Source: an optimization exercise on an open RTL-to-GDS flow (aim: small area, a short achievable clock period and few clock cycles per item). Production flows keep margins and buffers that such runs may drop. No functional check of the RTL was part of this run. Power is estimated from default activity; no workload was simulated.

==> flow/design.v <==
package tea_pkg;
    typedef logic [31:0] word_t;
    localparam word_t tea_delta = 32'h9e3779b9;
    function automatic logic [1023:0] sum_table();
        logic [1023:0] t;
        word_t s;
        s = '0;
        for (int j = 0; j < 32; j++) begin
            s = s + tea_delta;
            t[j*32 +: 32] = s;
        end
        sum_table = t;
    endfunction
    localparam logic [1023:0] sum_tab = sum_table();
    function automatic word_t carries32(input word_t g, input word_t p);
        word_t pp, gg;
        int    j;
        pp = p;
        gg = g;
        for (int l = 0; l < 5; l++) begin
            for (int i = 31; i >= 0; i--) begin
                if (l > 0 && i == (1 << l)) begin
                    gg[i] = g[i] | (p[i] & g[i - 1]) | (p[i] & p[i - 1] & gg[i - 2]);
                    pp[i] = p[i] & p[i - 1] & pp[i - 2];
                end else if ((i >> l) & 1) begin
                    j = ((i >> l) << l) - 1;
                    gg[i] = gg[i] | (pp[i] & gg[j]);
                    pp[i] = pp[i] & pp[j];
                end
            end
        end
        carries32 = gg;
    endfunction
    function automatic logic [32:0] add32(input word_t a, input word_t b, input logic cin);
        word_t g, t, c;
        g = a & b;
        t = a | b;
        g[0] = g[0] | (t[0] & cin);
        c = carries32(g, t);
        add32 = {c[31], (a ^ {c[30:0], cin}) ^ b};
    endfunction
    function automatic logic [32:0] add3(input word_t x, input word_t y, input word_t z,
                                          input logic cin);
        word_t s, g, p, c;
        logic  a, b, d, u;
        s = (x ^ z) ^ y;
        g[0] = s[0] & cin;
        p[0] = s[0] ^ cin;
        for (int i = 1; i < 32; i++) begin
            a = x[i - 1];
            b = y[i - 1];
            d = z[i - 1];
            u = s[i];
            g[i] = (u & a & b) | (u & a & d) | (u & b & d);
            p[i] = (u & !a & !b) | (u & !a & !d) | (u & !b & !d) |
                   (!u & a & b) | (!u & a & d) | (!u & b & d);
        end
        c = carries32(g, p);
        add3 = {c[31], p ^ {c[30:0], 1'b0}};
    endfunction
endpackage
`timescale 1ns/1ps
module crypt_machine #(
    parameter int data_in_w = 32,
    parameter int rounds    = 32
) (
    input  logic                  clk,
    input  logic                  resetn,
    input  logic [data_in_w-1:0]  data_in,
    input  logic                  go,
    input  logic                  decrypt,
    output logic                  done,
    output tea_pkg::word_t        display
);
    logic            s_load;       
    logic            s_load_rel;   
    logic            s_wait_op;    
    logic            s_run;        
    logic            s_wait_dec;   
    logic            s_wait_clr;   
    logic            s_clr_rel;    
    logic            running;      
    logic [2:0]      widx;
    logic            dec;        
    logic [6:0]      t;          
    logic [4:0]      sidx;       
    tea_pkg::word_t  p, q;
    tea_pkg::word_t  r0, r1, r2, r3;
    tea_pkg::word_t  g;          
    logic            cin;
    tea_pkg::word_t  s;          
    logic start_enc, start_dec, start;
    assign start_enc = s_wait_op && go;
    assign start_dec = (s_wait_op && !go && decrypt) || (s_wait_dec && decrypt);
    assign start     = start_enc || start_dec;
    logic last;
    assign last = running && t[6];
    tea_pkg::word_t nw;
    logic           ovf;
    assign {ovf, nw} = tea_pkg::add32(p, g, cin);
    logic [32:0] a_sum;
    assign a_sum = tea_pkg::add3({4'd0, p[27:0]}, {4'd0, g[27:0]}, {4'd0, r0[31:4]}, cin);
    logic [32:0] b_sum;
    assign b_sum = tea_pkg::add3(p, g, s, cin);
    tea_pkg::word_t c_z;
    logic [32:0]    c_sum;
    logic           c27, k_a, k_b, k_d, k_co;
    assign c_z   = {r1[26:0], 5'd0};
    assign c_sum = tea_pkg::add3(p, g, c_z, cin);
    assign k_a   = p[31];
    assign k_b   = g[31];
    assign k_d   = c_z[31];
    assign k_co  = c_sum[32];
    assign c27   = ovf ? (((k_co & k_a & k_b) | (k_co & k_a & k_d)) | (k_co & k_b & k_d))
                       : (((k_co | (k_a & k_b)) | (k_a & k_d)) | (k_b & k_d));
    logic [4:0] r1_hi, r1_hi1;
    assign r1_hi  = r1[31:27];
    assign r1_hi1 = r1[31:27] + 5'd1;
    tea_pkg::word_t f_nx;
    assign f_nx = {a_sum[27:0], r0[3:0]} ^ b_sum[31:0] ^
                  {c27 ? r1_hi1 : r1_hi, c_sum[31:5]};
    logic       dec_n, m_n;
    logic [4:0] sidx_n;
    assign dec_n = start ? start_dec : (running ? dec : 1'b1);
    assign m_n   = start ? start_dec : (running && (!dec || (t[5:0] != 6'd63)));
    logic [4:0] sidx_r;
    always_comb begin
        if (!running) begin
            sidx_r = 5'd31;
        end else if (t[0] ^ dec) begin
            sidx_r = dec ? sidx - 5'd1 : sidx + 5'd1;
        end else begin
            sidx_r = sidx;
        end
    end
    assign sidx_n = start_enc ? 5'd0 : sidx_r;
    always_ff @(posedge clk) begin
        g    <= (f_nx ^ {32{dec}}) & {32{m_n}};
        cin  <= m_n && dec;
        sidx <= sidx_n;
        s    <= start_enc ? tea_pkg::tea_delta : tea_pkg::sum_tab[sidx_r*32 +: 32];
    end
    logic load_q, load_p;
    assign load_q = s_load && (widx <= 3'd1);
    assign load_p = s_load_rel && (widx == 3'd0);
    logic rot, load_r2, load_r3;
    assign rot     = start || running ||
                     (s_load_rel && !go && ((widx == 3'd3) || (widx == 3'd5)));
    assign load_r2 = s_load && ((widx == 3'd2) || (widx == 3'd4));
    assign load_r3 = s_load && ((widx == 3'd3) || (widx == 3'd5));
    always_ff @(posedge clk) begin
        if (load_q || running || start) begin
            q <= load_q ? data_in : nw;
        end
        if (load_p || running || start) begin
            p <= q;
        end
        if (rot) begin
            r0 <= r2;
            r1 <= r3;
        end
        if (rot || load_r2) begin
            r2 <= load_r2 ? data_in : r0;
        end
        if (rot || load_r3) begin
            r3 <= load_r3 ? data_in : r1;
        end
    end
    logic last_word;
    assign last_word = (widx == 3'd5);
    always_ff @(posedge clk) begin
        if (!resetn) begin
            s_load     <= 1'b1;
            s_load_rel <= 1'b0;
            s_wait_op  <= 1'b0;
            s_run      <= 1'b0;
            s_wait_dec <= 1'b0;
            s_wait_clr <= 1'b0;
            s_clr_rel  <= 1'b0;
            running    <= 1'b0;
            widx       <= '0;
            done       <= 1'b0;
        end else begin
            s_load     <= (s_load && !go) || (s_load_rel && !go && !last_word) ||
                          (s_clr_rel && !go);
            s_load_rel <= (s_load || s_load_rel) && go;
            s_wait_op  <= (s_load_rel && !go && last_word) ||
                          (s_wait_op && !go && !decrypt);
            s_run      <= start || (s_run && !done);
            s_wait_dec <= (s_run && done && !dec) || (s_wait_dec && !decrypt && !go);
            s_wait_clr <= (s_run && done && dec) || (s_wait_clr && !go);
            s_clr_rel  <= (s_wait_dec && !decrypt && go) || ((s_wait_clr || s_clr_rel) && go);
            running    <= start || (running && !t[6]);
            done       <= last;
            if (s_load_rel && !go) begin
                widx <= widx + 3'd1;
            end else if (s_clr_rel && !go) begin
                widx <= '0;
            end
        end
    end
    always_ff @(posedge clk) begin
        dec <= dec_n;
        if (start) begin
            t <= '0;
        end else if (running) begin
            t <= t + 7'd1;
        end
    end
    always_ff @(posedge clk) begin
        if (!resetn || s_clr_rel) begin
            display <= '0;
        end else if (last) begin
            display <= {nw[15:0], q[15:0]};
        end
    end
endmodule
==> flow/flow/run.sh <==
#!/bin/bash
set -euo pipefail
export SETUP_SLACK_MARGIN=8.0
export BUFFER_PORTS_ARGS="-buffer_cell sky130_fd_sc_hd__buf_4"
bash standard.sh > standard.log 2>&1
==> flow/standard.sh <==
#!/bin/bash
# synth_recipe.tcl (not shown) runs the flow's synth.tcl, then flattens the netlist and writes it again
# the make line also repeats each setting of config.mk as NAME=value (left out here)
make -C /OpenROAD-flow-scripts/flow DESIGN_CONFIG=/design/flow/config.mk WORK_HOME=/design/flow/orfs CLKGATE_MAP_FILE= SYNTH_SCRIPT=/design/flow/synth_recipe.tcl "${@:-finish}"
==> flow/config.mk <==
export PLATFORM = sky130hd
export DESIGN_NAME = crypt_machine
export DESIGN_NICKNAME = crypt_machine
export VERILOG_FILES = /design/flow/design.v
export SDC_FILE = /design/flow/constraint.sdc
export NUM_CORES = 4
export LEC_CHECK = 0
export CAP_MARGIN = 20
export CORE_MARGIN = 2
export CORE_UTILIZATION = 40
export SLEW_MARGIN = 20
==> flow/constraint.sdc <==
create_clock -name core_clock -period 12.0 [get_ports {clk}]
set_input_delay 2.4000 -clock core_clock [delete_from_list [all_inputs] [get_ports {clk}]]
set_output_delay 2.4000 -clock core_clock [all_outputs]
set_load 0.01 [all_outputs]
==> results.txt <==
==> registers in the layout, indices dropped and copies added (netlist names), 3 cells and up <==
register and cells:
sidx 5, r0 32, r3 32, q 32, r2 32, p 32, t 7, s 32
g 32, r1 32, display 32, widx 3
==> synthesized netlist by cell type (7+ instances only) <==
| master | instances | area share, % |
|---|---|---|
| o2111ai_1 | 9 | 0.35 |
| nand4_1 | 8 | 0.22 |
| a21oi_1 | 172 | 3.8 |
| buf_1 | 21 | 0.35 |
| edfxtp_1 | 193 | 26 |
| dfxtp_1 | 121 | 11 |
| a32oi_1 | 9 | 0.35 |
| clkbuf_1 | 92 | 1.5 |
| o21bai_1 | 7 | 0.23 |
| and3_1 | 8 | 0.22 |
| nor2b_1 | 13 | 0.36 |
| mux2i_1 | 10 | 0.44 |
| nor3_1 | 22 | 0.49 |
| xnor3_1 | 18 | 1.8 |
| o221ai_1 | 7 | 0.27 |
| a221oi_1 | 11 | 0.43 |
| o22ai_1 | 21 | 0.58 |
| o21ai_0 | 127 | 2.8 |
| o21a_1 | 13 | 0.43 |
| a22oi_1 | 17 | 0.56 |
| xor3_1 | 19 | 2.0 |
| buf_2 | 19 | 0.42 |
| or2_2 | 23 | 0.64 |
| a21o_1 | 26 | 0.86 |
| ha_1 | 33 | 1.8 |
| nand2b_1 | 22 | 0.61 |
| a21boi_0 | 13 | 0.43 |
| a211oi_1 | 20 | 0.66 |
| xnor2_1 | 326 | 13 |
| o211ai_1 | 17 | 0.56 |
| xor2_1 | 87 | 3.4 |
| a31oi_1 | 18 | 0.50 |
| nand2_1 | 201 | 3.3 |
| nand3_1 | 36 | 0.80 |
| and2_1 | 28 | 0.77 |
| inv_1 | 61 | 1.0 |
| or3_1 | 16 | 0.44 |
| mux2_2 | 68 | 3.4 |
| maj3_1 | 109 | 4.8 |
| nor2_1 | 239 | 4.0 |
==> timing repair <==
action | CTS | global route
pin swaps | 31 | 35
endpoints found under the setup margin | 72 | 56
resized for setup | 79 | 90
setup buffers | 59 | 42
cloned | 1 | 0
hold endpoints to repair | 0 | 0
==> worst max-delay path by stage <==
| stage | depth (start not counted) | slack [ns] | start | to |
|---|---|---|---|---|
| finish | 18 | 7.60 | p[1] | g[31] |
| global route | 19 | 7.39 | p[0] | g[31] |
| detailed placement | 12 | 7.15 | p[8] | g[16] |
| CTS | 18 | 7.54 | p[1] | g[31] |
| floorplan | 4 | 7.69 | decrypt | r0[0] |
| global placement | 12 | 6.40 | p[8] | g[16] |
==> cell usage in the layout, fill, tap and decap left out, types with 68 or more instances in the layout <==
master	synthesis	final
a21oi_1	172	163
buf_4	5	174
dfxtp_1	121	107
edfxtp_1	193	193
maj3_1	109	95
mux2_2	68	68
nand2_1	201	195
nor2_1	239	236
o21ai_0	127	116
xnor2_1	326	314
xor2_1	87	85
==> metal layers <==
metal | vias up | wire (µm) | share of wire, % | GRT usage [%]
met3 | 123 | 3630 | 5.0 | 3.39
met5 | - | 0 | 0 | 0
li1 | 8746 | - | - | -
met1 | 9185 | 32100 | 44 | 32.0
met4 | 0 | 2320 | 3.2 | 8.01
met2 | 589 | 34400 | 47 | 39.6
==> area by class of cell <==
cell class	count	area, µm²	area share (%)
Multi-Input combinational cell	1892	14400	54.3
Inverter	63	250	0.942
Sequential cell	314	8240	31.0
Timing Repair Buffer	187	1460	5.50
Tap cell	756	946	3.56
Clock buffer	49	992	3.74
Timing Repair inverter	1	7.51	0.0283
Clock inverter	21	229	0.862
==> logic make-up after synthesis <==
family / share of synthesized area [%]
simple gates: 12.9
mux: 3.82
xor+xnor: 20.2
buf+inv: 3.52
flops: 36.3
compound gates: 16.4
fa+ha+maj: 6.95
==> power by group through the flow <==
stage	Sequential [mW]	Clock, mW	Combinational, mW
2_1_floorplan	1.20	0	0.318
3_3_place_gp	1.22	0	0.389
3_5_place_dp	1.22	0	0.395
4_1_cts	1.19	1.19	0.430
5_1_grt	1.19	1.23	0.490
6_report	1.19	1.17	0.456
==> stage by stage <==
stage / std cells / instance area (µm²) / hold WS [ns] / worst slack [ns]
3_5_place_dp: 3111 / 23800 / 0.405 / 7.15
3_3_place_gp: 3111 / 23800 / 0.401 / 6.40
6_report: 3283 / 26600 / 0.394 / 7.60
5_1_grt: 3283 / 26600 / 0.424 / 7.39
4_1_cts: 3241 / 25800 / 0.401 / 7.54
2_1_floorplan: 2407 / 22700 / 0.400 / 7.69
==> out/qor.csv <==
metric,value,unit
outcome,finished clean,
starting density of the core,40.3,%
Netlist cell types,104,
worst skew pair latency,0.59,ns
largest net degree at the start of global routing,42,
RD Place Congestion,0.911,
critical path required time,12.51,ns
CTS Root Cell,clkbuf_16,
Post-DRT Antenna Nets,0,
first-pass GRT wire length,109,mm
kind of cell adding the most delay to the critical path,compound AO/OA/AOI/OAI gates,
Static Leak,9.62,nW
Max Clock Freq,227,MHz
H-tree levels,2,
Remaining DRCs,0,
# nets final,2569,
Syn Nets,2479,
max cap viols,0,
cts-stage hold buffer count,0,
total track usage,23.9,%
PwrDens,106,mW/mm²
GRT Residual Overflow,0,
CP Class,reg -> reg,
Final Util,47.3,%
max incr delay on CP,0.44,ns
Sink Count,314,
CTS Buffer Depth,3,
total CTS buffers,38,
DP HPWL,51.2,mm
sequential-to-total area share from yosys stat,36.3,%
vias in the first global route,17700,
initial antenna violation count,0,
hold path cells,0,
Syn Inst Count,2407,
Yosys reg bits,314,
startpoint types,register,
"EDFF count, synth",193,
asr flop ratio synth,0,%
Critical-path top delay cell,xnor3_2,
share of cells above drive strength 1,19.4,%
n_diodes,0,
die area,0.0586,mm²
IO buf count,68,
Core ar.,0.0562,mm²
via count,18600,
Mapped Area,0.0227,mm²
Clock Skew,0.0398,ns
endpoints failing hold,0,
Starting DRT DRC Count,1484,
switching part of the total power,27.5,%
reg2reg end,g[31],
CP Buf/Inv Count,2,
"Reg clk slew, reported paths",0.06,ns
synthesized area per cell,9.41,µm²
cell row count,87,
Vert. Die Dim,242,µm
Most common cell on crit path,o31ai_4,
Final TNS setup,0,ns
Worst Hold End,r0[31],
hold_sp,r2[31],
Crit Reg-Reg Startpoint,p[1],
minimum clock period,4.40,ns
CTS tree,yes,
number of detailed-routing iterations run before antenna repair,7,
Seq pwr share,42.3,%
Psw,774,µW
Max Slew Vio Count,0,
final WL,72.5,mm
Syn-to-layout area delta,17.2,%
Register-to-Register Path Depth,18,
Critical Path AT,4.91,ns
vias per std cell,5.68,
relative slew slack,26.5,%
logic gate share of total power,16.2,%
RSZ-0062 raised after global routing,true,
final setup violation count,0,
worst-path fanout max,5,
Clock Power Share,41.5,%
Fillers,5338,
Worst Setup End Kind,register,
dominant synthesized flop cell,edfxtp_1,
R2R setup slack,7.60,ns
final period utilization,36.7,%
die width,242,µm
Int Power,2.04,mW
PnR Total Power,2.81,mW
crit-path cells,"xnor3_2, xnor2_2, ha_4, inv_2, o31ai_4, maj3_2, o311ai_4, o41a_1, o31ai_4, buf_12, o31ai_4, o31ai_2, a221oi_2, a21boi_4, o21bai_1, a221oi_4, a2111o_1, o2111ai_1",
worst min path class,reg -> reg,
peak supply drop,0.000113,V
worst-margin pin slew,1.10,ns
Yosys warning total,1,
IO Pins,69,
WL per Instance,22.1,µm

==> re-timing with driven ports <==
No port has a modelled driver above. Below, the same layout with a new extraction and two added sets of constraints.
Step 1 sets driving cells, clkbuf_16 on the clock port and buf_2 on the other inputs (assumed; they add their load-dependent delay and slew).
Step 2 also shifts input and output timing later by t, the mid clock arrival at the registers, as if the neighbouring blocks saw the same clock.
Slacks: ideal / step 1 / step 2; pairs: ideal / step 1.
t, ns: 0.633
setup slack, ns: 7.600 / 7.600 / 7.421
hold WS [ns]: 0.394 / 0.394 / 0.394
worst setup path after step 2: input to register
worst register clock-pin slew, ns: 0.07 / 0.07
After both steps this run still meets setup and hold. The setup slack of this run moves by 0.000 ns with the drivers and by -0.179 ns with both steps.
